From an optimization exercise on the open Yosys and OpenROAD flow, aimed at small area, a short achievable clock period and few clock cycles; shortcuts taken in it are not production practice.
Only simulation tests tie the RTL to the original design; equivalence was not proved.
No activity file was given, so power comes from the tool's default toggle rates.

==> flow/design.v <==
package rv_pkg;
    localparam int xlen      = 32;
    localparam int addr_w    = 30;  
    localparam int reg_idx_w = 5;
    localparam logic [31:0] nop_instr = 32'h0000_0013;
    localparam logic [6:0] op_r_type = 7'b0110011;
    localparam logic [6:0] op_i_type = 7'b0010011;
    localparam logic [6:0] op_load   = 7'b0000011;
    localparam logic [6:0] op_store  = 7'b0100011;
    localparam logic [3:0] alu_nop = 4'd0;  
    localparam logic [3:0] alu_add = 4'd1;
    localparam logic [3:0] alu_sub = 4'd2;
    localparam logic [3:0] alu_and = 4'd3;
    localparam logic [3:0] alu_or  = 4'd4;
    localparam logic [3:0] alu_xor = 4'd5;
    localparam logic [3:0] alu_sll = 4'd6;
    localparam logic [3:0] alu_srl = 4'd7;
    localparam logic [3:0] alu_sra = 4'd8;
    localparam logic [3:0] alu_slt = 4'd9;
    localparam logic [1:0] fwd_none = 2'd0;  
    localparam logic [1:0] fwd_mem  = 2'd1;  
    localparam logic [1:0] fwd_wb   = 2'd2;  
endpackage
`timescale 1ns/1ps
module rv_regfile (
    input  logic        clk,
    input  logic        rst_n,
    input  logic        we,
    input  logic [4:0]  wa,
    input  logic [31:0] wd,
    input  logic [4:0]  n_ra,       
    input  logic [4:0]  n_rb,
    input  logic        n_xa,       
    input  logic        n_xb,
    output logic [31:0] qa,
    output logic [31:0] qb
);
    logic [31:0] regs [1:31];
    logic [31:1] vld;
    logic [31:1] wdec;
    logic [31:1] sa, sb;
    always_comb begin
        for (int i = 1; i < 32; i++) wdec[i] = we && wa == 5'(i);
    end
    always_ff @(posedge clk or negedge rst_n) begin
        if (!rst_n) begin
            vld <= '0;
        end else begin
            vld <= vld | wdec;
        end
    end
    always_ff @(posedge clk) begin
        for (int i = 1; i < 32; i++) begin
            if (wdec[i]) regs[i] <= wd;
        end
    end
    always_ff @(posedge clk) begin
        for (int i = 1; i < 32; i++) begin
            sa[i] <= n_ra == 5'(i) && (vld[i] || wdec[i]) && !n_xa;
            sb[i] <= n_rb == 5'(i) && (vld[i] || wdec[i]) && !n_xb;
        end
    end
    always_comb begin
        qa = '0;
        qb = '0;
        for (int i = 1; i < 32; i++) begin
            qa = qa | ({32{sa[i]}} & regs[i]);
            qb = qb | ({32{sb[i]}} & regs[i]);
        end
    end
endmodule
`timescale 1ns/1ps
module rv_core #(
    parameter logic [rv_pkg::addr_w-1:0] reset_pc = '0
) (
    input  logic                      clk,
    input  logic                      rst_n,
    output logic [rv_pkg::addr_w-1:0] icache_addr,
    input  logic [31:0]               icache_rdata,
    input  logic                      icache_stall,
    output logic                      dcache_ren,
    output logic                      dcache_wen,
    output logic [rv_pkg::addr_w-1:0] dcache_addr,
    output logic [31:0]               dcache_wdata,
    input  logic [31:0]               dcache_rdata,
    input  logic                      dcache_stall
);
    logic [29:0] pc;
    logic        d_v;
    logic [31:0] d_ins;
    logic        e_v, e_wr, e_ld, e_st;
    logic [4:0]  e_rd;
    logic [31:0] e_a, e_bx, e_sd;
    logic        e_fsd;
    logic [3:0]  e_sr1;     
    logic [3:0]  e_sl1;     
    logic [7:0]  e_sh4;     
    logic        c_add, c_sub, c_slt, c_t01, c_t10, c_t11, c_sll, c_sr, c_sra;
    logic        m_wr, m_ld, m_st;
    logic [4:0]  m_rd;
    logic [31:0] m_alu, m_sd;
    logic        m_hold, lu;
    logic [31:0] m_res, ld_data;
    assign icache_addr = pc;
    logic [31:0] f_ins;
    assign f_ins = {icache_rdata[7:0], icache_rdata[15:8],
                    icache_rdata[23:16], icache_rdata[31:24]};
    assign m_hold      = (m_ld | m_st) & dcache_stall;
    logic       r_rep;
    logic [2:0] r_cnt;
    logic       adv;
    assign adv = !lu && !icache_stall && !m_hold;
    logic [3:0]  pc_lo;
    logic [26:0] pc_hi_m1;
    logic [29:0] pc_dec;
    assign pc_lo    = {1'b0, pc[2:0]} - {1'b0, r_cnt};
    assign pc_hi_m1 = pc[29:3] - 27'd1;
    assign pc_dec   = {pc_lo[3] ? pc_hi_m1 : pc[29:3], pc_lo[2:0]};
    always_ff @(posedge clk or negedge rst_n) begin
        if (!rst_n) begin
            pc    <= reset_pc;
            d_v   <= 1'b0;
            r_rep <= 1'b0;
        end else begin
            r_rep <= m_hold;
            if (r_rep)    pc <= pc_dec;
            else if (adv) pc <= pc + 30'd1;
            if (m_hold || r_rep) d_v <= 1'b0;
            else if (!lu)        d_v <= !icache_stall;
        end
    end
    always_ff @(posedge clk) begin
        r_cnt <= {2'd0, d_v} + {2'd0, e_v};
    end
    always_ff @(posedge clk) begin
        if (!lu) begin
            d_ins <= {icache_rdata[7:0], icache_rdata[15:8],
                      icache_rdata[23:16], icache_rdata[31:24]};
        end
    end
    logic [6:0]  opcode;
    logic [2:0]  f3;
    logic [4:0]  rs1, rs2, rd;
    logic        is_r, is_i, is_ld, is_st, uses_rs1, wr;
    logic [31:0] rf_a, rf_b, qa, qb;
    logic [11:0] imm;
    logic        sub, fa, fb;
    logic [31:0] alu;
    assign opcode = d_ins[6:0];
    assign f3     = d_ins[14:12];
    assign rs1    = d_ins[19:15];
    assign rs2    = d_ins[24:20];
    assign rd     = d_ins[11:7];
    assign is_r     = d_v && opcode == rv_pkg::op_r_type;
    assign is_i     = d_v && opcode == rv_pkg::op_i_type;
    assign is_ld    = d_v && opcode == rv_pkg::op_load;
    assign is_st    = d_v && opcode == rv_pkg::op_store;
    assign uses_rs1 = is_r | is_i | is_ld | is_st;
    assign wr       = (is_r | is_i | is_ld) && rd != 5'd0;
    assign imm = is_st ? {d_ins[31:25], d_ins[11:7]} : d_ins[31:20];
    assign sub = (is_r && f3 == 3'b000 && d_ins[30]) || ((is_r || is_i) && f3 == 3'b010);
    logic       d_lu;
    logic [6:0] f_op;
    logic       f_r, f_use1;
    assign f_op   = f_ins[6:0];
    assign f_r    = f_op == rv_pkg::op_r_type;
    assign f_use1 = f_r || f_op == rv_pkg::op_i_type || f_op == rv_pkg::op_load ||
                    f_op == rv_pkg::op_store;
    always_ff @(posedge clk) begin
        d_lu <= !lu && is_ld && rd != 5'd0 &&
                ((f_use1 && f_ins[19:15] == rd) || (f_r && f_ins[24:20] == rd));
    end
    assign lu = d_lu && d_v;
    logic [4:0] n_ra, n_rb;
    logic       fa_n, fb_n, ba_n, bb_n;
    assign n_ra = lu ? rs1 : f_ins[19:15];
    assign n_rb = lu ? rs2 : f_ins[24:20];
    assign fa_n = !lu && wr && rd == f_ins[19:15];
    assign fb_n = !lu && wr && rd == f_ins[24:20];
    assign ba_n = e_wr && e_rd == n_ra;
    assign bb_n = e_wr && e_rd == n_rb;
    rv_regfile u_regfile (
        .clk, .rst_n, .we(m_wr), .wa(m_rd), .wd(m_res),
        .n_ra(n_ra), .n_rb(n_rb), .n_xa(fa_n || ba_n), .n_xb(fb_n || bb_n),
        .qa(rf_a), .qb(rf_b)
    );
    logic d_fa, d_fb, d_ba, d_bb;
    always_ff @(posedge clk) begin
        d_fa <= fa_n;
        d_fb <= fb_n;
        d_ba <= ba_n && !fa_n;
        d_bb <= bb_n && !fb_n;
    end
    assign qa = rf_a | ({32{d_ba}} & m_res);
    assign qb = rf_b | ({32{d_bb}} & m_res);
    assign fa = d_fa;
    assign fb = d_fb && is_r;
    always_ff @(posedge clk or negedge rst_n) begin
        if (!rst_n) begin
            e_v  <= 1'b0;
            e_wr <= 1'b0;
            e_ld <= 1'b0;
            e_st <= 1'b0;
        end else begin
            e_v  <= d_v   && !lu && !m_hold;
            e_wr <= wr    && !lu && !m_hold;
            e_ld <= is_ld && !lu && !m_hold;
            e_st <= is_st && !lu && !m_hold;
        end
    end
    always_ff @(posedge clk) begin
        e_rd     <= rd;
        e_a      <= ({32{fa}} & alu) | qa;
        e_bx     <= ({32{fb && !sub}} & alu) | ({32{fb && sub}} & ~alu)
                  | ({32{!d_fb && is_r && !sub}} & qb) | ({32{!d_fb && is_r && sub}} & ~qb)
                  | ({32{!is_r}} & ({{20{imm[11]}}, imm} ^ {32{sub}}));
        e_sd     <= qb;
        e_sr1    <= (is_i && f3 == 3'b001) ? 4'b0 : 4'b1 << d_ins[21:20];
        e_sl1    <= (is_i && f3 == 3'b001) ? 4'b1 << d_ins[21:20] : 4'b0;
        e_sh4    <= 8'b1 << d_ins[24:22];
        e_fsd    <= d_fb;
        c_add    <= is_ld || is_st || ((is_r || is_i) && f3 == 3'b000);
        c_sub    <= sub;
        c_slt    <= (is_r || is_i) && f3 == 3'b010;
        c_t01    <= (is_r || is_i) && (f3 == 3'b100 || f3 == 3'b110);
        c_t10    <= (is_r || is_i) && (f3 == 3'b100 || f3 == 3'b110);
        c_t11    <= (is_r || is_i) && (f3 == 3'b110 || f3 == 3'b111);
        c_sll    <= is_i && f3 == 3'b001;
        c_sr     <= is_i && f3 == 3'b101;
        c_sra    <= d_ins[30];
    end
    logic [31:0] a, bx, sum, sd, sh_t, shr, shl;
    logic        fill;
    logic        lt;
    assign a   = e_a;
    assign bx  = e_bx;
    assign sd  = e_fsd ? m_res : e_sd;    
    logic [32:0] sum33;
    assign sum33 = {a, 1'b1} + {bx, c_sub};    
    assign sum   = sum33[32:1];
    assign lt  = (a[31] ^ bx[31] ^ c_sub) ? a[31] : sum[31];
    assign fill = c_sra & c_sr & a[31];
    always_comb begin
        for (int i = 0; i < 32; i++) begin
            sh_t[i] = 1'b0;
            for (int j = 0; j < 4; j++)
                sh_t[i] = sh_t[i] | (e_sr1[j] & (i + j < 32 ? a[(i + j) % 32] : fill))
                                  | (e_sl1[j] & (i + j < 32 ? a[(63 - i - j) % 32] : 1'b0));
        end
        for (int i = 0; i < 32; i++) begin
            shr[i] = 1'b0;
            for (int k = 0; k < 8; k++)
                shr[i] = shr[i] | (e_sh4[k] & (i + 4 * k < 32 ? sh_t[(i + 4 * k) % 32] : fill));
        end
    end
    always_comb begin
        for (int i = 0; i < 32; i++) shl[i] = shr[31-i];
    end
    assign alu = ({32{c_add}} & sum)
               | {31'd0, c_slt & lt}
               | ({32{c_t01}} & ~a & bx)
               | ({32{c_t10}} & a & ~bx)
               | ({32{c_t11}} & a & bx)
               | ({32{c_sll}} & shl)
               | ({32{c_sr}}  & shr);
    always_ff @(posedge clk or negedge rst_n) begin
        if (!rst_n) begin
            m_wr <= 1'b0;
            m_ld <= 1'b0;
            m_st <= 1'b0;
        end else if (!m_hold) begin
            m_wr <= e_wr;
            m_ld <= e_ld;
            m_st <= e_st;
        end
    end
    always_ff @(posedge clk) begin
        if (!m_hold) begin
            m_rd  <= e_rd;
            m_alu <= alu;
            m_sd  <= sd;
        end
    end
    assign dcache_ren   = m_ld;
    assign dcache_wen   = m_st;
    assign dcache_addr  = m_alu[31:2];
    assign dcache_wdata = {m_sd[7:0], m_sd[15:8], m_sd[23:16], m_sd[31:24]};
    assign ld_data      = {dcache_rdata[7:0], dcache_rdata[15:8],
                           dcache_rdata[23:16], dcache_rdata[31:24]};
    assign m_res        = m_ld ? ld_data : m_alu;
endmodule
clock: 7.5 ns
lec_check: 0
cap_margin: 20
core_margin: 2
core_utilization: 50
cts_cluster_diameter: 100
cts_cluster_size: 25
place_density: 0.6
setup_slack_margin: 4.5
slew_margin: 20
standard.sh (not shown) runs the stock make flow with config.mk's settings and CLKGATE_MAP_FILE= SYNTH_SCRIPT=/design/flow/synth_recipe.tcl, a recipe that flattens the netlist after the stock synthesis.
==> flow/flow/run.sh <==
#!/bin/bash
# standard layout, with the port buffers and timing repair free to pick any
# buffer and drive strength (not only the same cell footprint)
set -euo pipefail
bash standard.sh MATCH_CELL_FOOTPRINT=0 "BUFFER_PORTS_ARGS=-buffer_cell sky130_fd_sc_hd__buf_2" finish > make_finish.log 2>&1
The first run produced a clean layout.
Testbench counts at the start, summed over its fixed seeds: cycles 14,420.
Change:
--- a/flow/design.v
+++ b/flow/design.v
@@ -28,12 +28,10 @@
     input  logic        we,
     input  logic [4:0]  wa,
     input  logic [31:0] wd,
     input  logic [4:0]  n_ra,       
     input  logic [4:0]  n_rb,
-    input  logic        n_xa,       
-    input  logic        n_xb,
     output logic [31:0] qa,
     output logic [31:0] qb
 );
     logic [31:0] regs [1:31];
     logic [31:1] vld;
@@ -54,12 +52,12 @@
             if (wdec[i]) regs[i] <= wd;
         end
     end
     always_ff @(posedge clk) begin
         for (int i = 1; i < 32; i++) begin
-            sa[i] <= n_ra == 5'(i) && (vld[i] || wdec[i]) && !n_xa;
-            sb[i] <= n_rb == 5'(i) && (vld[i] || wdec[i]) && !n_xb;
+            sa[i] <= n_ra == 5'(i) && (vld[i] || wdec[i]);
+            sb[i] <= n_rb == 5'(i) && (vld[i] || wdec[i]);
         end
     end
     always_comb begin
         qa = '0;
         qb = '0;
@@ -169,32 +167,24 @@
     always_ff @(posedge clk) begin
         d_lu <= !lu && is_ld && rd != 5'd0 &&
                 ((f_use1 && f_ins[19:15] == rd) || (f_r && f_ins[24:20] == rd));
     end
     assign lu = d_lu && d_v;
-    logic [4:0] n_ra, n_rb;
-    logic       fa_n, fb_n, ba_n, bb_n;
-    assign n_ra = lu ? rs1 : f_ins[19:15];
-    assign n_rb = lu ? rs2 : f_ins[24:20];
-    assign fa_n = !lu && wr && rd == f_ins[19:15];
-    assign fb_n = !lu && wr && rd == f_ins[24:20];
-    assign ba_n = e_wr && e_rd == n_ra;
-    assign bb_n = e_wr && e_rd == n_rb;
     rv_regfile u_regfile (
         .clk, .rst_n, .we(m_wr), .wa(m_rd), .wd(m_res),
-        .n_ra(n_ra), .n_rb(n_rb), .n_xa(fa_n || ba_n), .n_xb(fb_n || bb_n),
+        .n_ra(lu ? rs1 : f_ins[19:15]), .n_rb(lu ? rs2 : f_ins[24:20]),
         .qa(rf_a), .qb(rf_b)
     );
     logic d_fa, d_fb, d_ba, d_bb;
     always_ff @(posedge clk) begin
-        d_fa <= fa_n;
-        d_fb <= fb_n;
-        d_ba <= ba_n && !fa_n;
-        d_bb <= bb_n && !fb_n;
-    end
-    assign qa = rf_a | ({32{d_ba}} & m_res);
-    assign qb = rf_b | ({32{d_bb}} & m_res);
+        d_fa <= !lu && wr && rd == f_ins[19:15];
+        d_fb <= !lu && wr && rd == f_ins[24:20];
+        d_ba <= e_wr && e_rd == (lu ? rs1 : f_ins[19:15]);
+        d_bb <= e_wr && e_rd == (lu ? rs2 : f_ins[24:20]);
+    end
+    assign qa = d_ba ? m_res : rf_a;
+    assign qb = d_bb ? m_res : rf_b;
     assign fa = d_fa;
     assign fb = d_fb && is_r;
     always_ff @(posedge clk or negedge rst_n) begin
         if (!rst_n) begin
             e_v  <= 1'b0;
@@ -208,14 +198,14 @@
             e_st <= is_st && !lu && !m_hold;
         end
     end
     always_ff @(posedge clk) begin
         e_rd     <= rd;
-        e_a      <= ({32{fa}} & alu) | qa;
+        e_a      <= fa ? alu : qa;
         e_bx     <= ({32{fb && !sub}} & alu) | ({32{fb && sub}} & ~alu)
-                  | ({32{!d_fb && is_r && !sub}} & qb) | ({32{!d_fb && is_r && sub}} & ~qb)
-                  | ({32{!is_r}} & ({{20{imm[11]}}, imm} ^ {32{sub}}));
+                  | ({32{!fb && is_r && !sub}} & qb) | ({32{!fb && is_r && sub}} & ~qb)
+                  | ({32{!fb && !is_r}} & ({{20{imm[11]}}, imm} ^ {32{sub}}));
         e_sd     <= qb;
         e_sr1    <= (is_i && f3 == 3'b001) ? 4'b0 : 4'b1 << d_ins[21:20];
         e_sl1    <= (is_i && f3 == 3'b001) ? 4'b1 << d_ins[21:20] : 4'b0;
         e_sh4    <= 8'b1 << d_ins[24:22];
         e_fsd    <= d_fb;
The new run went through all stages and came out clean.
Design area rises by 0.41%.
Fmax increases by 1.3%.
Setup slack improved by 0.042 ns.
Synthesized cell count is higher by 5.2%.
Clock skew shrinks by 0.0041 ns.
Total power fell by 2.0%.
Utilization decreases by 0.37 points.
First-iteration DRC count is lower by 6.3%.
Testbench counts after the change, summed over its fixed seeds: cycles 14,420.

-- re-timing with driven ports --
No port has a modelled driver above. Below, the same layouts with a new extraction and two added sets of constraints.
Step 1 assumes that a clkbuf_16 drives the clock port and a buf_2 every other input.
Step 2, shift: input delay + t, output delay - t, t = (earliest + latest rising clock arrival at the registers) / 2. This alone moves slack from input paths to output paths.
a / b / c = no drivers / after step 1 / after step 2; a / b = the first two.
| run | t, ns | slack for setup (ns) | clock arrival spread, ns | slew at the worst register clock pin (ns) |
|---|---|---|---|---|
| the first run | 0.778 | 4.255 / 4.255 / 3.909 | 0.039 / 0.039 | 0.11 / 0.11 |
| the second run | 0.773 | 4.297 / 4.297 / 3.795 | 0.036 / 0.036 | 0.11 / 0.11 |
After both steps setup and hold are still met in every run listed. For the second run, which loses most, drivers alone change the setup slack by 0.000 ns; drivers and shift together by -0.502 ns.
